This is an optimization exercise on Yosys and OpenROAD, whose aim is small area, a short achievable clock period and few clock cycles, not a production implementation. At most, simulation tests tie the RTL to the original design; equivalence was not proved. Power is estimated from default activity; no workload was simulated.

// mac_frame_deframer_crc32
module mac_frame_deframer_crc32 (
    input  logic        clk,
    input  logic        rst_n,
    input  logic        in_valid,
    output logic        in_ready,
    input  logic [7:0]  in_data,
    input  logic        in_eof,
    output logic        out_valid,
    input  logic        out_ready,
    output logic [1:0]  out_kind,
    output logic [7:0]  out_byte_value,
    output logic [2:0]  out_status,
    output logic [2:0]  out_message_type,
    output logic [1:0]  out_major_version,
    output logic [31:0] out_device_address,
    output logic [7:0]  out_frame_control,
    output logic [15:0] out_frame_counter,
    output logic [7:0]  out_payload_length,
    output logic        out_last_of_run
);
Size in the first run: about 710 cells after synthesis, ~98 I/O pins, ~9100 sq um of cells after synthesis.
==> flow/config.mk <==
export PLATFORM = sky130hd
export DESIGN_NAME = mac_frame_deframer_crc32
export DESIGN_NICKNAME = mac_frame_deframer_crc32
export VERILOG_FILES = /design/flow/design.v
export SDC_FILE = /design/flow/constraint.sdc
export NUM_CORES = 4
export LEC_CHECK = 0
export CAP_MARGIN = 20
export CORE_MARGIN = 2
export CORE_UTILIZATION = 45
export GPL_ROUTABILITY_DRIVEN = 1
export PLACE_DENSITY = 0.65
export SETUP_SLACK_MARGIN = 2.6
export SLEW_MARGIN = 20
==> flow/constraint.sdc <==
create_clock -name core_clock -period 5.0 [get_ports {clk}]
set_input_delay 1.0000 -clock core_clock [delete_from_list [all_inputs] [get_ports {clk}]]
set_output_delay 1.0000 -clock core_clock [all_outputs]
set_load 0.01 [all_outputs]
standard.sh (not shown) runs the stock make flow with config.mk's settings and CLKGATE_MAP_FILE= SYNTH_SCRIPT=/design/flow/synth_recipe.tcl, a recipe that flattens the netlist after the stock synthesis.
==> flow/flow/run.sh <==
#!/bin/bash
# The standard layout, with the smallest buffer on each port.
set -euo pipefail
export BUFFER_PORTS_ARGS="-buffer_cell sky130_fd_sc_hd__buf_1"
bash standard.sh > standard_flow.log 2>&1
==> next run, changes <==
==> flow/run.sh (new file) <==
#!/bin/bash
# synth_recipe.tcl (not shown) runs the flow's synth.tcl, then flattens the netlist and writes it again
# the make line also repeats each setting of config.mk as NAME=value (left out here)
make -C /OpenROAD-flow-scripts/flow DESIGN_CONFIG=/design/flow/config.mk WORK_HOME=/design/flow/orfs CLKGATE_MAP_FILE= SYNTH_SCRIPT=/design/flow/synth_recipe.tcl finish
removed: flow/flow/run.sh
removed: flow/standard.sh
Effect:
- The changed run ran to the end with no violations
- sequential share of layout area shrinks by 2.4 points
- via count shrinks by 0.59%
- area after synthesis does not change
- worst setup slack gets worse by 0.075 ns
- cell area rose by 5.4%
- worst hold slack barely changes
- global-route usage falls by 0.43 points
- count of clock-buffer cells in the layout is unchanged
No run of this note included a check of the RTL's function; only the layout flow was run.

---

run D:
Another version of the RTL of mac_frame_deframer_crc32 (not shown whole).
Size in the first run: about 690 cells after synthesis, about 190 flip-flops, ~8900 um^2 of cells after synthesis.
// mac_frame_deframer_crc32
module mac_frame_deframer_crc32 (
    input  logic        clk,
    input  logic        rst_n,
    input  logic        in_valid,
    output logic        in_ready,
    input  logic [7:0]  in_data,
    input  logic        in_eof,
    output logic        out_valid,
    input  logic        out_ready,
    output logic [1:0]  out_kind,
    output logic [7:0]  out_byte_value,
    output logic [2:0]  out_status,
    output logic [2:0]  out_message_type,
    output logic [1:0]  out_major_version,
    output logic [31:0] out_device_address,
    output logic [7:0]  out_frame_control,
    output logic [15:0] out_frame_counter,
    output logic [7:0]  out_payload_length,
    output logic        out_last_of_run
);
    localparam logic [31:0] CRC_POLY    = 32'hEDB8_8320;
    localparam logic [31:0] CRC_RESIDUE = 32'hDEBB_20E3;
    localparam logic [2:0] ST_OK = 3'd0, ST_SHORT = 3'd1, ST_MISMATCH = 3'd2,
                           ST_OVERRUN = 3'd3, ST_TOO_LONG = 3'd4;
    function automatic [31:0] crc32_byte(input [31:0] crc_in, input [7:0] data);
        integer k;
        begin
            crc32_byte = crc_in ^ {24'd0, data};
            for (k = 0; k < 8; k = k + 1)
            begin
                if (crc32_byte[0])
                    crc32_byte = (crc32_byte >> 1) ^ CRC_POLY;
                else
                    crc32_byte = crc32_byte >> 1;
            end
        end
    endfunction
    logic        rdy;                   
    logic        ov;                    
    logic        gs;                    
    logic [7:0]  g;                     
    logic [7:0]  dl0, dl1, dl2, dl3;    
    logic        fresh;                 
    logic        first;                 
    logic        hcap;                  
    logic        body;                  
    logic [7:0]  cnt;                   
    logic [31:0] crc;
    logic [7:0]  hdr0, hdr5;
    logic [31:0] hdr_addr;
    logic [15:0] hdr_cnt;
    logic       r_v, r_pay, r_lor;
    logic [7:0] r_byte;
    logic       k_v, k_pay, k_lor;
    logic [7:0] k_byte;
    logic       sp1, sp2, sv, q2;
    logic       s_chk;                  
    logic       s_ovr;
    logic [2:0] s_status;
    logic [7:0] s_plen;
    logic [3:0] s_vc;                   
  ...
clock: 5.0 ns
lec_check: 0
abc_clock_period_in_ps: 2000
cap_margin: 20
core_margin: 2
core_utilization: 45
gpl_routability_driven: 1
place_density: 0.65
setup_slack_margin: 2.6
slew_margin: 20
==> flow/flow/run.sh <==
#!/bin/bash
# The standard layout, with the smallest buffer on each port.
set -euo pipefail
export BUFFER_PORTS_ARGS="-buffer_cell sky130_fd_sc_hd__buf_1"
bash standard.sh > standard_flow.log 2>&1
The inputs of run B differ from those of run D as listed below.
Settings: a deleted ABC_CLOCK_PERIOD_IN_PS that had been 2000; a change of SETUP_SLACK_MARGIN from 2.6 to 2.9.
--- outcome ---
Run B drops more vias than run D.
Flip-flop and latch share of the layout cell area (run B over run D): decrease, 4.0 points
The final weighted congestion in routability-driven placement of run B exceeds that of run D by about 5%.
hdr5[1] as the launching element of the worst setup path was reported by run B, and cnt[1] by run D.
Run B against run D: wire length now sits higher, power dissipated in the clock network now sits lower, sum of buffers and inverters on the critical path now sits higher.
No functional check of the RTL was part of any run of this note.

---

job 2676:
The RTL this note starts from:
==> flow/design.v <==
`timescale 1ns / 1ps
package dfr_pkg;
    localparam int unsigned MIN_FRAME_BYTES = 1 + 4 + 1 + 2 + 4;
    localparam int unsigned HEADER_BYTES    = 8;
    localparam int unsigned MIC_BYTES       = 4;
    localparam logic [31:0] CRC_INIT     = 32'hFFFF_FFFF;
    localparam logic [31:0] CRC_POLY     = 32'hEDB8_8320;
    localparam logic [7:0]  FOPTS_MASK   = 8'h0F;
    localparam logic [7:0]  VERSION_MASK = 8'h03;
    typedef enum logic [1:0] {
        KIND_OPTION  = 2'd0,
        KIND_PAYLOAD = 2'd1,
        KIND_SUMMARY = 2'd2
    } kind_t;
    typedef enum logic [2:0] {
        ST_OK       = 3'd0,
        ST_SHORT    = 3'd1,
        ST_MISMATCH = 3'd2,
        ST_OVERRUN  = 3'd3,
        ST_TOO_LONG = 3'd4
    } status_t;
    typedef struct packed {
        kind_t       kind;
        logic [7:0]  byte_value;
        status_t     status;
        logic [2:0]  message_type;
        logic [1:0]  major_version;
        logic [31:0] device_address;
        logic [7:0]  frame_control;
        logic [15:0] frame_counter;
        logic [7:0]  payload_length;
        logic        last_of_run;
    } result_t;
    localparam int unsigned RESULT_W = 2 + 8 + 3 + 3 + 2 + 32 + 8 + 16 + 8 + 1;
    typedef struct packed {
        logic    byte_valid;
        logic    sum_valid;
        result_t byte_res;
        result_t sum_res;
    } push_t;
endpackage
`timescale 1ns / 1ps
`timescale 1ns / 1ps
`timescale 1ns / 1ps
module mac_frame_deframer_crc32 (
    input  logic        clk,
    input  logic        rst_n,
    input  logic        in_valid,
    output logic        in_ready,
    input  logic [7:0]  in_data,
    input  logic        in_eof,
    output logic        out_valid,
    input  logic        out_ready,
    output logic [1:0]  out_kind,
    output logic [7:0]  out_byte_value,
    output logic [2:0]  out_status,
    output logic [2:0]  out_message_type,
    output logic [1:0]  out_major_version,
    output logic [31:0] out_device_address,
    output logic [7:0]  out_frame_control,
    output logic [15:0] out_frame_counter,
    output logic [7:0]  out_payload_length,
    output logic        out_last_of_run
);
    localparam logic [31:0] CRC_POLY    = 32'hEDB8_8320;
    localparam logic [31:0] CRC_RESIDUE = 32'hDEBB_20E3;
    localparam logic [2:0] ST_OK = 3'd0, ST_SHORT = 3'd1, ST_MISMATCH = 3'd2,
                           ST_OVERRUN = 3'd3, ST_TOO_LONG = 3'd4;
    function automatic [31:0] crc32_byte(input [31:0] crc_in, input [7:0] data);
        integer k;
        begin
            crc32_byte = crc_in ^ {24'd0, data};
            for (k = 0; k < 8; k = k + 1)
            begin
                if (crc32_byte[0])
                    crc32_byte = (crc32_byte >> 1) ^ CRC_POLY;
                else
                    crc32_byte = crc32_byte >> 1;
            end
        end
    endfunction
    logic        rdy;                   
    logic        ov;                    
    logic        gs;                    
    logic [7:0]  g_n;                   
    logic [7:0]  dl0, dl1, dl2, dl3;    
    logic        fresh;                 
    logic        first;                 
    logic        hcap;                  
    logic        body;                  
    logic [7:0]  cnt;                   
    logic [31:0] crc;
    logic [7:0]  hdr0_n, hdr5_n;
    logic [31:0] hdr_addr_n;
    logic [15:0] hdr_cnt_n;
    logic [3:0]  nopt;
    logic       r_v, r_pay, r_lor;
    logic [7:0] r_byte;
    logic       k_v, k_pay, k_lor;
    logic [7:0] k_byte;
    logic       sp1, sp2, sv, q2;
    logic       s_chk;                  
    logic       s_ovr;
    logic [2:0] s_status;
    logic [7:0] s_plen;
    logic [3:0] s_vc;                   
    logic       take, push, pop_r, pop_s, eof_t, busy, load_s, load_q;
    logic       r_v_n, k_v_n, sp1_n, sv_n, q2_n, ge3_n;
    logic [4:0] optlim;
    logic       pay;
    assign take   = in_valid && rdy;
    assign eof_t  = take && in_eof;
    assign push   = take && body;
    assign nopt   = ~hdr5_n[3:0];
    assign optlim = 5'd12 + {1'b0, nopt};
    assign pay    = {3'd0, optlim} <= cnt;
    assign pop_r  = out_ready && r_v;
    assign pop_s  = out_ready && !r_v && sv;
    assign busy   = sp1 || sp2 || sv || q2;
    assign load_s = eof_t && !busy;
    assign load_q = q2 && !sp1 && !sp2 && !sv;
    assign r_v_n = k_v || push || (r_v && !out_ready);
    assign k_v_n = r_v && !out_ready && (k_v || push);
    assign sp1_n = load_s;
    assign sv_n  = sp2 || load_q || (sv && !pop_s);
    assign q2_n  = (q2 && !load_q) || (eof_t && busy);
    assign ge3_n = take ? (!in_eof && (cnt >= 8'd2)) : (cnt >= 8'd3);
    always_ff @(posedge clk or negedge rst_n)
    begin
        if (!rst_n)
        begin
            rdy   <= 1'b0;
            ov    <= 1'b0;
            r_v   <= 1'b0;
            k_v   <= 1'b0;
            sp1   <= 1'b0;
            sp2   <= 1'b0;
            sv    <= 1'b0;
            q2    <= 1'b0;
            cnt   <= 8'd0;
            fresh <= 1'b0;
            first <= 1'b0;
            hcap  <= 1'b0;
            body  <= 1'b0;
        end
        else
        begin
            rdy   <= !k_v_n && !((sp1_n || sp1 || sv_n || q2_n) && (ge3_n || q2_n));
            ov    <= r_v_n || sv_n;
            r_v   <= r_v_n;
            k_v   <= k_v_n;
            sp1   <= sp1_n;
            sp2   <= sp1;
            sv    <= sv_n;
            q2    <= q2_n;
            fresh <= take;
            if (take)
            begin
                first <= !in_eof && (cnt == 8'd0);
                hcap  <= !in_eof && (cnt >= 8'd3) && (cnt <= 8'd10);
                body  <= !in_eof && (cnt >= 8'd11) && (cnt <= 8'd253);
                if (in_eof)
                    cnt <= 8'd0;
                else if (cnt != 8'd255)
                    cnt <= cnt + 8'd1;
            end
            else
                hcap <= 1'b0;
        end
    end
    always_ff @(posedge clk)
    begin
        gs <= !r_v_n;
        for (int i = 0; i < 8; i++)
            g_n[i] <= !(!r_v_n && !load_q && (s_vc > 4'(i)));
    end
    always_ff @(posedge clk)
    begin
        if (take)
        begin
            dl0 <= dl1;
            dl1 <= dl2;
            dl2 <= dl3;
            dl3 <= in_data;
        end
    end
    always_ff @(posedge clk)
    begin
        if (fresh)
        begin
            crc <= crc32_byte(crc | {32{first}}, dl3);
        end
        if (hcap)
        begin
            case (cnt[2:0])
                3'd4: hdr0_n <= ~dl0;
                3'd5: hdr_addr_n[7:0] <= ~dl0;
                3'd6: hdr_addr_n[15:8] <= ~dl0;
                3'd7: hdr_addr_n[23:16] <= ~dl0;
                3'd0: hdr_addr_n[31:24] <= ~dl0;
                3'd1: hdr5_n <= ~dl0;
                3'd2: hdr_cnt_n[7:0] <= ~dl0;
                default: hdr_cnt_n[15:8] <= ~dl0;
            endcase
        end
    end
    always_ff @(posedge clk)
    begin
        if (!r_v || out_ready)
        begin
            if (k_v)
            begin
                r_pay  <= k_pay;
                r_lor  <= k_lor;
                r_byte <= k_byte;
            end
            else if (body)
            begin
                r_pay  <= pay;
                r_lor  <= !in_eof;
                r_byte <= dl0;
            end
            else
            begin
                r_pay  <= 1'b0;
                r_lor  <= 1'b1;
                r_byte <= 8'd0;
            end
        end
        if (!k_v)
        begin
            k_pay  <= pay;
            k_lor  <= !in_eof;
            k_byte <= dl0;
        end
    end
    logic       mm;
    logic [8:0] plen_d;                 
    assign mm     = crc != CRC_RESIDUE;
    assign plen_d = {1'b0, s_plen} - 9'd11 - {5'd0, nopt};
    always_ff @(posedge clk)
    begin
        if (load_s || load_q)
        begin
            s_vc  <= load_q ? 4'd0 :
                     (cnt >= 8'd11) ? 4'd8 : (cnt >= 8'd4) ? 4'(cnt - 8'd3) : 4'd0;
            s_chk <= !load_q && (cnt != 8'd255) && (cnt >= 8'd11);
        end
        if (sp1)
            s_ovr <= plen_d[8];
        if (load_s || load_q || (sp2 && s_chk && (mm || s_ovr)))
        begin
            if (load_q)
                s_status <= ST_SHORT;
            else if (sp2)
                s_status <= mm ? ST_MISMATCH : ST_OVERRUN;
            else if (cnt == 8'd255)
                s_status <= ST_TOO_LONG;
            else if (cnt < 8'd11)
                s_status <= ST_SHORT;
            else
                s_status <= ST_OK;
        end
        if (load_s || load_q || sp1 || (sp2 && s_chk && (mm || s_ovr)))
        begin
            if (load_q || sp2)
                s_plen <= 8'd0;
            else if (sp1)
                s_plen <= s_chk ? plen_d[7:0] : 8'd0;
            else
                s_plen <= cnt;
        end
    end
    assign in_ready           = rdy;
    assign out_valid          = ov;
    assign out_kind           = {gs, r_pay};
    assign out_byte_value     = r_byte;
    assign out_last_of_run    = r_lor;
    assign out_status         = s_status & {3{gs}};
    assign out_payload_length = s_plen & ~g_n;
    assign out_message_type   = ~(hdr0_n[7:5] | {3{g_n[0]}});
    assign out_major_version  = ~(hdr0_n[1:0] | {2{g_n[0]}});
    assign out_device_address = ~(hdr_addr_n | {{8{g_n[4]}}, {8{g_n[3]}}, {8{g_n[2]}}, {8{g_n[1]}}});
    assign out_frame_control  = ~(hdr5_n | {8{g_n[5]}});
    assign out_frame_counter  = ~(hdr_cnt_n | {{8{g_n[7]}}, {8{g_n[6]}}});
endmodule
Settings: LEC_CHECK=0, CAP_MARGIN=20, CORE_MARGIN=2, CORE_UTILIZATION=45, CTS_BUF_LIST=sky130_fd_sc_hd__clkbuf_4 sky130_fd_sc_hd__clkbuf_8, GPL_ROUTABILITY_DRIVEN=1, PLACE_DENSITY=0.65, SETUP_SLACK_MARGIN=2.6, SLEW_MARGIN=20; clock period 5.0 ns.
Scripts as last shown in full above: flow/flow/run.sh
Testbench counts of job 2676, summed over its fixed seeds: cycles 71,984.
Setup changes, job 2676 to job 5453
- CTS_CLUSTER_SIZE now 30, previously not set
- CTS_CLUSTER_DIAMETER now 60, previously not set
- CTS_BUF_LIST now sky130_fd_sc_hd__clkbuf_8 sky130_fd_sc_hd__clkbuf_16, was sky130_fd_sc_hd__clkbuf_4 sky130_fd_sc_hd__clkbuf_8
[summary]
As far as cell area after synthesis goes, job 5453 and job 2676 are indistinguishable; the numbers are identical.
The relative contribution of sequential cells to total power in job 5453 was lower than what job 2676 gave.
Changes observed in job 5453 relative to job 2676: total power of the final layout has increased, share of cell area taken by multi-input logic gates has decreased.
Job 5453: met2 layer wire length in the routed design higher than job 2676
Total detailed-routing wirelength, job 5453 vs job 2676: up slightly
Looking at clock power share across job 2676 and job 5453, the one that comes out higher is job 5453.
Inputs modified between job 5453 and job 9628:
- PLACE_DENSITY now 0.75, was 0.65
- CORE_UTILIZATION now 60, was 45
- CTS_CLUSTER_DIAMETER no longer set, was 60
- CTS_BUF_LIST now sky130_fd_sc_hd__clkbuf_4 sky130_fd_sc_hd__clkbuf_8, was sky130_fd_sc_hd__clkbuf_8 sky130_fd_sc_hd__clkbuf_16
- CTS_CLUSTER_SIZE no longer set, was 30
-- flow/flow/run.sh --
<<< job 5453, line 2
# The standard layout, with the smallest buffer on each port.
>>> job 9628, line 2
# The standard layout, with the smallest buffer on each port and no dummy
# loads in the clock tree.
<<< job 5453, line 5
>>> job 9628, line 6
export CTS_ARGS="-sink_clustering_enable -repair_clock_nets -dont_use_dummy_load -buf_list {sky130_fd_sc_hd__clkbuf_4 sky130_fd_sc_hd__clkbuf_8}"
Notes after the runs:
Taking job 5453 as the reference, in job 9628 share of total power in sequential cells higher, final wirelength lower. Relative to job 5453, the number of stages on the worst setup path of job 9628 is lower by 8. Job 5453 has higher number of gates resized after cts than job 9628. Multi-input combinational cell area for job 9628: about 0.32% up relative to job 5453. Of job 9628 and job 5453, it is job 9628 that has the lower total length of routed met2 wires. Final area improves in job 9628 relative to job 5453. Job 5453 -> job 9628: fraction of area in non-clock buffers flat. Lower setup slack among job 9628 and job 5453: job 9628. Compared to job 5453, job 9628 has total power density per cell area about 4% lower.

re-timing with driven ports:
How much do the figures lean on ideal ports? The routed layouts below were timed once more, with nothing changed but the port constraints. Step 1: set_driving_cell puts a clkbuf_16 on clk and a buf_2 on each other input, an assumption about the parent block. Step 2 times the ports against the registers' clock, not the clock port: input delays grow and output delays shrink by t, the midpoint of the rising clock arrivals with the driver on. Slacks: ideal / step 1 / step 2; pairs: ideal / step 1.
run	shift t [ns]	slack for setup (ns)	hold WS [ns]	worst setup path after step 2	clock arrival spread, ns
the first run of note 1	0.471	2.706 / 2.665 / 2.276	0.421 / 0.421 / 0.421	input to register	0.010 / 0.009
the second run of note 1	0.472	2.631 / 2.586 / 2.245	0.420 / 0.420 / 0.420	input to register	0.012 / 0.012
run D	0.472	2.637 / 2.637 / 2.322	0.423 / 0.423 / 0.423	input to register	0.012 / 0.012
run B	0.468	2.732 / 2.690 / 2.502	0.419 / 0.419 / 0.419	input to register	0.014 / 0.015
job 2676	0.485	2.662 / 2.624 / 2.221	0.426 / 0.426 / 0.426	input to register	0.014 / 0.014
job 5453	0.464	2.692 / 2.656 / 2.228	0.421 / 0.421 / 0.421	input to register	0.010 / 0.010
job 9628	0.480	2.642 / 2.607 / 2.275	0.392 / 0.392 / 0.392	input to register	0.026 / 0.026
After both steps every run listed still meets setup and hold. For job 5453, which loses most, drivers alone change the setup slack by -0.036 ns; drivers and shift together by -0.464 ns.
